What follows belongs to an exercise in optimizing a design on an open flow for small area, a short achievable clock period and few clock cycles per item; a production flow would make more cautious choices.
At most, simulation tests tie the RTL to the original design; equivalence was not proved.

==> onyx: inputs <==
Design hijri_date_from_day_number, start of the top module:
module hijri_date_from_day_number (
  input  logic                clk,
  input  logic                rst,
  input  logic                cfg_valid,
  output logic                cfg_ready,
  input  logic [21:0]     epoch_day_number,
  input  logic                in_valid,
  output logic                in_stall,
  input  logic [21:0]     julian_day_number,
  output logic                out_valid,
  input  logic                out_stall,
  output logic [4:0]    hijri_day,
  output logic [3:0]  hijri_month,
  output logic [13:0]   hijri_year,
  output logic                leap_year_flag,
  output logic                status_code
);
  localparam logic [21:0] EPOCH_RESET = 22'd1948440;
  function automatic logic is_leap(input int cyc);
    case (cyc)
      2, 5, 7, 10, 13, 16, 18, 21, 24, 26, 29: is_leap = 1'b1;
      default: is_leap = 1'b0;
    endcase
  endfunction
  logic adv;
  assign adv       = !(out_valid && out_stall);
  assign in_stall  = !adv;
  assign cfg_ready = 1'b1;
  logic [21:0] epoch;
  always_ff @(posedge clk) begin
    if (rst)            epoch <= EPOCH_RESET;
    else if (cfg_valid) epoch <= epoch_day_number;
  end
  logic [21:0] diff;
  logic        nb;
  hijri_sub u_sub (.j(julian_day_number), .e(epoch), .d(diff), .nb(nb));
  logic        s1_valid, s1_err;
  logic [21:0] s1_d;
  always_ff @(posedge clk) begin
    if (rst)      s1_valid <= 1'b0;
    else if (adv) s1_valid <= in_valid;
  end
  always_ff @(posedge clk) begin
    if (adv) begin
      s1_err <= !nb;
      s1_d   <= diff;
    end
  end
  logic [13:0] qe;
  hijri_est u_est (.x(s1_d[21:8]), .q(qe));
  logic        s2_valid, s2_err;
  logic [9:0]  s2_d;
  logic [13:0] s2_q;
  always_ff @(posedge clk) begin
    if (rst)      s2_valid <= 1'b0;
    else if (adv) s2_valid <= s1_valid;
  end
  always_ff @(posedge clk) begin
    if (adv) begin
      s2_err <= s1_err;
      s2_d   <= s1_d[9:0];
      s2_q   <= qe;
    end
  end
  logic [9:0] ai, bi;
  logic       c1, t, c2f;
  hijri_z3 u_z3 (.d(s2_d), .q(s2_q), .ai(ai), .bi(bi), .c1(c1), .t(t), .c2f(c2f));
  logic [5:0] nsum;
  logic [2:0] lp;
  always_comb begin
  ...
clock: 7.5 ns
lec_check: 0
cap_margin: 20
core_margin: 2
core_utilization: 40
cts_buf_list: sky130_fd_sc_hd__clkbuf_4 sky130_fd_sc_hd__clkbuf_8
setup_slack_margin: 3.0
slew_margin: 20
run.sh (not shown) runs the stock make flow with config.mk's settings and CLKGATE_MAP_FILE= SYNTH_SCRIPT=/design/flow/synth_recipe.tcl, a recipe that flattens the netlist after the stock synthesis.
==> indigo: changes against onyx <==
--- a/flow/design.v
+++ b/flow/design.v
@@ -62,117 +62,25 @@
       s2_q   <= qe;
     end
   end
   logic [9:0] ai, bi;
   logic       c1, t, c2f;
   hijri_z3 u_z3 (.d(s2_d), .q(s2_q), .ai(ai), .bi(bi), .c1(c1), .t(t), .c2f(c2f));
-  logic [5:0] nsum;
+  function automatic logic [3:0] eac(input logic [3:0] a, input logic [3:0] b);
+    logic [4:0] s;
+    s = {1'b0, a} + {1'b0, b};
+    eac = s[3:0] + {3'b000, s[4]};
+  endfunction
+  logic [3:0] m15;
   logic [2:0] lp;
   always_comb begin
-    nsum = 6'(s2_q[3:0]) + 6'(s2_q[7:4]) + 6'(s2_q[11:8]) + 6'(s2_q[13:12]);
-    case ({s2_q[0], nsum})
-      7'd0: lp = 3'b010;
-      7'd1: lp = 3'b010;
-      7'd2: lp = 3'b100;
-      7'd3: lp = 3'b100;
-      7'd4: lp = 3'b101;
-      7'd5: lp = 3'b001;
-      7'd6: lp = 3'b001;
-      7'd7: lp = 3'b010;
-      7'd8: lp = 3'b010;
-      7'd9: lp = 3'b010;
-      7'd10: lp = 3'b100;
-      7'd11: lp = 3'b100;
-      7'd12: lp = 3'b001;
-      7'd13: lp = 3'b001;
-      7'd14: lp = 3'b010;
-      7'd15: lp = 3'b010;
-      7'd16: lp = 3'b010;
-      7'd17: lp = 3'b100;
-      7'd18: lp = 3'b100;
-      7'd19: lp = 3'b101;
-      7'd20: lp = 3'b001;
-      7'd21: lp = 3'b001;
-      7'd22: lp = 3'b010;
-      7'd23: lp = 3'b010;
-      7'd24: lp = 3'b010;
-      7'd25: lp = 3'b100;
-      7'd26: lp = 3'b100;
-      7'd27: lp = 3'b001;
-      7'd28: lp = 3'b001;
-      7'd29: lp = 3'b010;
-      7'd30: lp = 3'b010;
-      7'd31: lp = 3'b010;
-      7'd32: lp = 3'b100;
-      7'd33: lp = 3'b100;
-      7'd34: lp = 3'b101;
-      7'd35: lp = 3'b001;
-      7'd36: lp = 3'b001;
-      7'd37: lp = 3'b010;
-      7'd38: lp = 3'b010;
-      7'd39: lp = 3'b010;
-      7'd40: lp = 3'b100;
-      7'd41: lp = 3'b100;
-      7'd42: lp = 3'b001;
-      7'd43: lp = 3'b001;
-      7'd44: lp = 3'b010;
-      7'd45: lp = 3'b010;
-      7'd46: lp = 3'b010;
-      7'd47: lp = 3'b100;
-      7'd48: lp = 3'b100;
-      7'd64: lp = 3'b101;
-      7'd65: lp = 3'b001;
-      7'd66: lp = 3'b001;
-      7'd67: lp = 3'b010;
-      7'd68: lp = 3'b010;
-      7'd69: lp = 3'b010;
-      7'd70: lp = 3'b100;
-      7'd71: lp = 3'b100;
-      7'd72: lp = 3'b101;
-      7'd73: lp = 3'b001;
-      7'd74: lp = 3'b001;
-      7'd75: lp = 3'b010;
-      7'd76: lp = 3'b010;
-      7'd77: lp = 3'b100;
-      7'd78: lp = 3'b100;
-      7'd79: lp = 3'b101;
-      7'd80: lp = 3'b001;
-      7'd81: lp = 3'b001;
-      7'd82: lp = 3'b010;
-      7'd83: lp = 3'b010;
-      7'd84: lp = 3'b010;
-      7'd85: lp = 3'b100;
-      7'd86: lp = 3'b100;
-      7'd87: lp = 3'b101;
-      7'd88: lp = 3'b001;
-      7'd89: lp = 3'b001;
-      7'd90: lp = 3'b010;
-      7'd91: lp = 3'b010;
-      7'd92: lp = 3'b100;
-      7'd93: lp = 3'b100;
-      7'd94: lp = 3'b101;
-      7'd95: lp = 3'b001;
-      7'd96: lp = 3'b001;
-      7'd97: lp = 3'b010;
-      7'd98: lp = 3'b010;
-      7'd99: lp = 3'b010;
-      7'd100: lp = 3'b100;
-      7'd101: lp = 3'b100;
-      7'd102: lp = 3'b101;
-      7'd103: lp = 3'b001;
-      7'd104: lp = 3'b001;
-      7'd105: lp = 3'b010;
-      7'd106: lp = 3'b010;
-      7'd107: lp = 3'b100;
-      7'd108: lp = 3'b100;
-      7'd109: lp = 3'b101;
-      7'd110: lp = 3'b001;
-      7'd111: lp = 3'b001;
-      7'd112: lp = 3'b010;
-      default: lp = 3'b000;
-    endcase
+    m15 = eac(eac(s2_q[3:0], s2_q[7:4]), eac(s2_q[11:8], {2'b00, s2_q[13:12]}));
+    lp = '0;
+    for (int k = 0; k < 30; k++)
+      if ((k % 2) == int'(s2_q[0]) && ((k % 15) == int'(m15) || (k % 15 == 0 && m15 == 4'd15)))
+        lp = {is_leap((k + 3) % 30), is_leap((k + 2) % 30), is_leap((k + 1) % 30)};
   end
   logic        s3_valid, s3_err, s3_c1, s3_t, s3_c2f;
   logic [9:0]  s3_ai, s3_bi;
   logic [13:0] s3_y1;
   logic [2:0]  s3_lp;
   always_ff @(posedge clk) begin
@@ -189,63 +97,64 @@
       s3_c2f <= c2f;
       s3_y1  <= s2_q + 14'd1;
       s3_lp  <= lp;
     end
   end
   logic [9:0]  zi, z2;
-  logic        fix, leap_y, leap_n, ovf;
+  logic        fix, leap_y, leap_n, ovf, inc1, inc2;
   logic [8:0]  doy;
+  logic [13:0] t1, t2, year;
   hijri_z4 u_z4 (.ai(s3_ai), .bi(s3_bi), .c1(s3_c1), .t(s3_t), .c2f(s3_c2f), .zi(zi), .z2(z2));
   always_comb begin
     fix    = !z2[9];
     doy    = fix ? z2[8:0] : zi[8:0];
     leap_y = fix ? s3_lp[1] : s3_lp[0];
     leap_n = fix ? s3_lp[2] : s3_lp[1];
     ovf    = !leap_y && (doy == 9'd354);
+    inc1   = fix ^ ovf;
+    inc2   = fix & ovf;
+    t1[0]  = 1'b1;
+    t2[0]  = 1'b0;
+    t2[1]  = 1'b1;
+    for (int i = 1; i < 14; i++) t1[i] = t1[i-1] & s3_y1[i-1];
+    for (int i = 2; i < 14; i++) t2[i] = t2[i-1] & s3_y1[i-1];
+    year   = s3_y1 ^ ({14{inc1}} & t1) ^ ({14{inc2}} & t2);
   end
-  logic        s4_valid, s4_err, s4_ovf, s4_leap, s4_inc1, s4_inc2;
+  logic        s4_valid, s4_err, s4_ovf, s4_leap;
   logic [5:0]  s4_dlo;
   logic [4:0]  s4_ge;
-  logic [13:0] s4_y1;
+  logic [13:0] s4_year;
   always_ff @(posedge clk) begin
     if (rst)      s4_valid <= 1'b0;
     else if (adv) s4_valid <= s3_valid;
   end
   always_ff @(posedge clk) begin
     if (adv) begin
       s4_err  <= s3_err;
       s4_ovf  <= ovf;
       s4_leap <= ovf ? leap_n : leap_y;
       s4_dlo  <= doy[5:0];
       s4_ge   <= {doy >= 9'd295, doy >= 9'd236, doy >= 9'd177, doy >= 9'd118, doy >= 9'd59};
-      s4_y1   <= s3_y1;
-      s4_inc1 <= fix ^ ovf;
-      s4_inc2 <= fix & ovf;
+      s4_year <= year;
     end
   end
   logic [2:0] m2;
   logic [5:0] r;
   logic       h;
   logic [4:0] dd;
-  logic [13:0] t1, t2, year;
   always_comb begin
     case (s4_ge)
       5'b00000: begin m2 = 3'd0; r = s4_dlo; end
       5'b00001: begin m2 = 3'd1; r = s4_dlo + 6'd5; end
       5'b00011: begin m2 = 3'd2; r = s4_dlo + 6'd10; end
       5'b00111: begin m2 = 3'd3; r = s4_dlo + 6'd15; end
       5'b01111: begin m2 = 3'd4; r = s4_dlo + 6'd20; end
       default:  begin m2 = 3'd5; r = s4_dlo + 6'd25; end
     endcase
     h  = r >= 6'd30;
     dd = 5'(r) + {3'b000, h, 1'b1};
-    for (int i = 0; i < 14; i++) begin
-      t1[i] = &(s4_y1 | ~((14'd1 << i) - 14'd1));
-      t2[i] = (i == 0) ? 1'b0 : &(s4_y1 | ~((14'd1 << i) - 14'd2));
-    end
-    year = s4_y1 ^ ({14{s4_inc1}} & t1) ^ ({14{s4_inc2}} & t2);
   end
   always_ff @(posedge clk) begin
     if (rst)      out_valid <= 1'b0;
     else if (adv) out_valid <= s4_valid;
   end
   always_ff @(posedge clk) begin
@@ -256,13 +165,13 @@
         hijri_year     <= '0;
         leap_year_flag <= 1'b0;
         status_code    <= 1'b1;
       end else begin
         hijri_day      <= s4_ovf ? 5'd1 : dd;
         hijri_month    <= s4_ovf ? 4'd1 : {m2, 1'b0} + {3'b000, h} + 4'd1;
-        hijri_year     <= year;
+        hijri_year     <= s4_year;
         leap_year_flag <= s4_leap;
         status_code    <= 1'b0;
       end
     end
   end
 endmodule
==> flow/config.mk (replaced) <==
export PLATFORM = sky130hd
export DESIGN_NAME = hijri_date_from_day_number
export DESIGN_NICKNAME = hijri_date_from_day_number
export VERILOG_FILES = /design/flow/design.v
export SDC_FILE = /design/flow/constraint.sdc
export NUM_CORES = 4
export LEC_CHECK = 0
export CAP_MARGIN = 20
export CORE_MARGIN = 2
export CORE_UTILIZATION = 40
export SLEW_MARGIN = 20
==> delta: changes against onyx <==
--- a/flow/design.v
+++ b/flow/design.v
@@ -62,117 +62,25 @@
       s2_q   <= qe;
     end
   end
   logic [9:0] ai, bi;
   logic       c1, t, c2f;
   hijri_z3 u_z3 (.d(s2_d), .q(s2_q), .ai(ai), .bi(bi), .c1(c1), .t(t), .c2f(c2f));
-  logic [5:0] nsum;
+  function automatic logic [3:0] eac(input logic [3:0] a, input logic [3:0] b);
+    logic [4:0] s;
+    s = {1'b0, a} + {1'b0, b};
+    eac = s[3:0] + {3'b000, s[4]};
+  endfunction
+  logic [3:0] m15;
   logic [2:0] lp;
   always_comb begin
-    nsum = 6'(s2_q[3:0]) + 6'(s2_q[7:4]) + 6'(s2_q[11:8]) + 6'(s2_q[13:12]);
-    case ({s2_q[0], nsum})
-      7'd0: lp = 3'b010;
-      7'd1: lp = 3'b010;
-      7'd2: lp = 3'b100;
-      7'd3: lp = 3'b100;
-      7'd4: lp = 3'b101;
-      7'd5: lp = 3'b001;
-      7'd6: lp = 3'b001;
-      7'd7: lp = 3'b010;
-      7'd8: lp = 3'b010;
-      7'd9: lp = 3'b010;
-      7'd10: lp = 3'b100;
-      7'd11: lp = 3'b100;
-      7'd12: lp = 3'b001;
-      7'd13: lp = 3'b001;
-      7'd14: lp = 3'b010;
-      7'd15: lp = 3'b010;
-      7'd16: lp = 3'b010;
-      7'd17: lp = 3'b100;
-      7'd18: lp = 3'b100;
-      7'd19: lp = 3'b101;
-      7'd20: lp = 3'b001;
-      7'd21: lp = 3'b001;
-      7'd22: lp = 3'b010;
-      7'd23: lp = 3'b010;
-      7'd24: lp = 3'b010;
-      7'd25: lp = 3'b100;
-      7'd26: lp = 3'b100;
-      7'd27: lp = 3'b001;
-      7'd28: lp = 3'b001;
-      7'd29: lp = 3'b010;
-      7'd30: lp = 3'b010;
-      7'd31: lp = 3'b010;
-      7'd32: lp = 3'b100;
-      7'd33: lp = 3'b100;
-      7'd34: lp = 3'b101;
-      7'd35: lp = 3'b001;
-      7'd36: lp = 3'b001;
-      7'd37: lp = 3'b010;
-      7'd38: lp = 3'b010;
-      7'd39: lp = 3'b010;
-      7'd40: lp = 3'b100;
-      7'd41: lp = 3'b100;
-      7'd42: lp = 3'b001;
-      7'd43: lp = 3'b001;
-      7'd44: lp = 3'b010;
-      7'd45: lp = 3'b010;
-      7'd46: lp = 3'b010;
-      7'd47: lp = 3'b100;
-      7'd48: lp = 3'b100;
-      7'd64: lp = 3'b101;
-      7'd65: lp = 3'b001;
-      7'd66: lp = 3'b001;
-      7'd67: lp = 3'b010;
-      7'd68: lp = 3'b010;
-      7'd69: lp = 3'b010;
-      7'd70: lp = 3'b100;
-      7'd71: lp = 3'b100;
-      7'd72: lp = 3'b101;
-      7'd73: lp = 3'b001;
-      7'd74: lp = 3'b001;
-      7'd75: lp = 3'b010;
-      7'd76: lp = 3'b010;
-      7'd77: lp = 3'b100;
-      7'd78: lp = 3'b100;
-      7'd79: lp = 3'b101;
-      7'd80: lp = 3'b001;
-      7'd81: lp = 3'b001;
-      7'd82: lp = 3'b010;
-      7'd83: lp = 3'b010;
-      7'd84: lp = 3'b010;
-      7'd85: lp = 3'b100;
-      7'd86: lp = 3'b100;
-      7'd87: lp = 3'b101;
-      7'd88: lp = 3'b001;
-      7'd89: lp = 3'b001;
-      7'd90: lp = 3'b010;
-      7'd91: lp = 3'b010;
-      7'd92: lp = 3'b100;
-      7'd93: lp = 3'b100;
-      7'd94: lp = 3'b101;
-      7'd95: lp = 3'b001;
-      7'd96: lp = 3'b001;
-      7'd97: lp = 3'b010;
-      7'd98: lp = 3'b010;
-      7'd99: lp = 3'b010;
-      7'd100: lp = 3'b100;
-      7'd101: lp = 3'b100;
-      7'd102: lp = 3'b101;
-      7'd103: lp = 3'b001;
-      7'd104: lp = 3'b001;
-      7'd105: lp = 3'b010;
-      7'd106: lp = 3'b010;
-      7'd107: lp = 3'b100;
-      7'd108: lp = 3'b100;
-      7'd109: lp = 3'b101;
-      7'd110: lp = 3'b001;
-      7'd111: lp = 3'b001;
-      7'd112: lp = 3'b010;
-      default: lp = 3'b000;
-    endcase
+    m15 = eac(eac(s2_q[3:0], s2_q[7:4]), eac(s2_q[11:8], {2'b00, s2_q[13:12]}));
+    lp = '0;
+    for (int k = 0; k < 30; k++)
+      if ((k % 2) == int'(s2_q[0]) && ((k % 15) == int'(m15) || (k % 15 == 0 && m15 == 4'd15)))
+        lp = {is_leap((k + 3) % 30), is_leap((k + 2) % 30), is_leap((k + 1) % 30)};
   end
   logic        s3_valid, s3_err, s3_c1, s3_t, s3_c2f;
   logic [9:0]  s3_ai, s3_bi;
   logic [13:0] s3_y1;
   logic [2:0]  s3_lp;
   always_ff @(posedge clk) begin
@@ -189,63 +97,64 @@
       s3_c2f <= c2f;
       s3_y1  <= s2_q + 14'd1;
       s3_lp  <= lp;
     end
   end
   logic [9:0]  zi, z2;
-  logic        fix, leap_y, leap_n, ovf;
+  logic        fix, leap_y, leap_n, ovf, inc1, inc2;
   logic [8:0]  doy;
+  logic [13:0] t1, t2, year;
   hijri_z4 u_z4 (.ai(s3_ai), .bi(s3_bi), .c1(s3_c1), .t(s3_t), .c2f(s3_c2f), .zi(zi), .z2(z2));
   always_comb begin
     fix    = !z2[9];
     doy    = fix ? z2[8:0] : zi[8:0];
     leap_y = fix ? s3_lp[1] : s3_lp[0];
     leap_n = fix ? s3_lp[2] : s3_lp[1];
     ovf    = !leap_y && (doy == 9'd354);
+    inc1   = fix ^ ovf;
+    inc2   = fix & ovf;
+    t1[0]  = 1'b1;
+    t2[0]  = 1'b0;
+    t2[1]  = 1'b1;
+    for (int i = 1; i < 14; i++) t1[i] = t1[i-1] & s3_y1[i-1];
+    for (int i = 2; i < 14; i++) t2[i] = t2[i-1] & s3_y1[i-1];
+    year   = s3_y1 ^ ({14{inc1}} & t1) ^ ({14{inc2}} & t2);
   end
-  logic        s4_valid, s4_err, s4_ovf, s4_leap, s4_inc1, s4_inc2;
+  logic        s4_valid, s4_err, s4_ovf, s4_leap;
   logic [5:0]  s4_dlo;
   logic [4:0]  s4_ge;
-  logic [13:0] s4_y1;
+  logic [13:0] s4_year;
   always_ff @(posedge clk) begin
     if (rst)      s4_valid <= 1'b0;
     else if (adv) s4_valid <= s3_valid;
   end
   always_ff @(posedge clk) begin
     if (adv) begin
       s4_err  <= s3_err;
       s4_ovf  <= ovf;
       s4_leap <= ovf ? leap_n : leap_y;
       s4_dlo  <= doy[5:0];
       s4_ge   <= {doy >= 9'd295, doy >= 9'd236, doy >= 9'd177, doy >= 9'd118, doy >= 9'd59};
-      s4_y1   <= s3_y1;
-      s4_inc1 <= fix ^ ovf;
-      s4_inc2 <= fix & ovf;
+      s4_year <= year;
     end
   end
   logic [2:0] m2;
   logic [5:0] r;
   logic       h;
   logic [4:0] dd;
-  logic [13:0] t1, t2, year;
   always_comb begin
     case (s4_ge)
       5'b00000: begin m2 = 3'd0; r = s4_dlo; end
       5'b00001: begin m2 = 3'd1; r = s4_dlo + 6'd5; end
       5'b00011: begin m2 = 3'd2; r = s4_dlo + 6'd10; end
       5'b00111: begin m2 = 3'd3; r = s4_dlo + 6'd15; end
       5'b01111: begin m2 = 3'd4; r = s4_dlo + 6'd20; end
       default:  begin m2 = 3'd5; r = s4_dlo + 6'd25; end
     endcase
     h  = r >= 6'd30;
     dd = 5'(r) + {3'b000, h, 1'b1};
-    for (int i = 0; i < 14; i++) begin
-      t1[i] = &(s4_y1 | ~((14'd1 << i) - 14'd1));
-      t2[i] = (i == 0) ? 1'b0 : &(s4_y1 | ~((14'd1 << i) - 14'd2));
-    end
-    year = s4_y1 ^ ({14{s4_inc1}} & t1) ^ ({14{s4_inc2}} & t2);
   end
   always_ff @(posedge clk) begin
     if (rst)      out_valid <= 1'b0;
     else if (adv) out_valid <= s4_valid;
   end
   always_ff @(posedge clk) begin
@@ -256,13 +165,13 @@
         hijri_year     <= '0;
         leap_year_flag <= 1'b0;
         status_code    <= 1'b1;
       end else begin
         hijri_day      <= s4_ovf ? 5'd1 : dd;
         hijri_month    <= s4_ovf ? 4'd1 : {m2, 1'b0} + {3'b000, h} + 4'd1;
-        hijri_year     <= year;
+        hijri_year     <= s4_year;
         leap_year_flag <= s4_leap;
         status_code    <= 1'b0;
       end
     end
   end
 endmodule
==> flow/config.mk (replaced) <==
export PLATFORM = sky130hd
export DESIGN_NAME = hijri_date_from_day_number
export DESIGN_NICKNAME = hijri_date_from_day_number
export VERILOG_FILES = /design/flow/design.v
export SDC_FILE = /design/flow/constraint.sdc
export NUM_CORES = 4
export LEC_CHECK = 0
export CAP_MARGIN = 20
export CORE_MARGIN = 2
export CORE_UTILIZATION = 40
export SETUP_SLACK_MARGIN = 3.5
export SLEW_MARGIN = 20
==> notes <==
In delta the fmax is smaller than in onyx, by about 22%.
The lowest hold slack belongs to delta, the highest to onyx.
Synthesized area is the same in delta and indigo.
indigo ran to the end with no violations. onyx finished with timing, DRC and antenna clean. delta went through all stages and came out clean.
In onyx the clock skew is lower than in delta, by 0.0011 ns.
Of indigo and onyx, onyx has the higher flip-flop and latch count (gap 2).
Against indigo, the cell area of onyx is higher by about 3%.
Core utilization, highest first: delta, onyx, indigo.
Wire length: indigo < onyx < delta.
==> figures <==
quantity                                                                                              onyx              indigo               delta
Setup Slack @ Placement                                                                           2.339 ns           0.8893 ns            1.489 ns
Placed insts                                                                                         1,697               1,626               1,625
Clock slew at the register clock pins of the worst setup and hold paths                            0.09 ns             0.07 ns             0.08 ns
Net count, final                                                                                     1,610               1,556               1,643
Source of the critical timing path                                                      s3_bi[0]$_DFFE_PN_  s3_ai[0]$_DFFE_PN_  s3_ai[0]$_DFFE_PN_
Sum of routed wire length over all layers                                                        24,490 µm           23,040 µm           25,540 µm
Remaining max-slew budget at the tightest pin                                                       0.3255              0.4859              0.3149
Status                                                                                      finished clean      finished clean      finished clean
Post-synthesis share of cell area spent on full adders, half adders and majority gates              0.3129              0.3176              0.3176
Via count of the first global-routing pass                                                           8,386               8,043               8,531
Final HPWL from detailed placement                                                               18,710 µm           18,310 µm           17,910 µm
Post-synth EDFFs                                                                                       144                 142                 142
Seq. cell area                                                                                0.004865 mm²        0.004805 mm²        0.004805 mm²
Total number of vias                                                                                 8,307               7,945               8,448
Routed met3 length                                                                                  803 µm              644 µm              869 µm
Gate Count Post-Synth                                                                                1,192               1,156               1,156
Final hold slack                                                                                 0.4211 ns           0.4201 ns           0.4131 ns
Testbench counts of onyx, summed over its fixed seeds: cycles 16,040, items 16,000.
Function not checked in indigo and delta: the RTL went through the layout flow alone.

-- what the ideal ports hide --
In the flow no input, the clock included, has a driving cell. The finished layouts below were timed again as built, in two steps.
Step 1 sets driving cells, clkbuf_16 on the clock port and buf_2 on the other inputs (assumed; they add their load-dependent delay and slew).
Step 2, shift: input delay + t, output delay - t, t = (earliest + latest rising clock arrival at the registers) / 2. This alone moves slack from input paths to output paths.
a / b / c = ideal ports / drivers / drivers and shift; a / b = the first two.
run | t (ns) | slack for setup (ns) | hold slack, ns | worst setup path after step 2 | clock arrival spread, ns
onyx | 0.502 | 3.159 / 3.159 / 3.033 | 0.421 / 0.421 / 0.421 | input to register | 0.015 / 0.015
indigo | 0.476 | 0.901 / 0.901 / 0.901 | 0.420 / 0.420 / 0.420 | register to register | 0.015 / 0.016
delta | 0.475 | 1.961 / 1.961 / 1.961 | 0.413 / 0.413 / 0.413 | register to register | 0.015 / 0.015
After both steps every run listed still meets setup and hold. The setup slack of onyx, which loses most, moves by 0.000 ns with the drivers and by -0.126 ns with both steps.
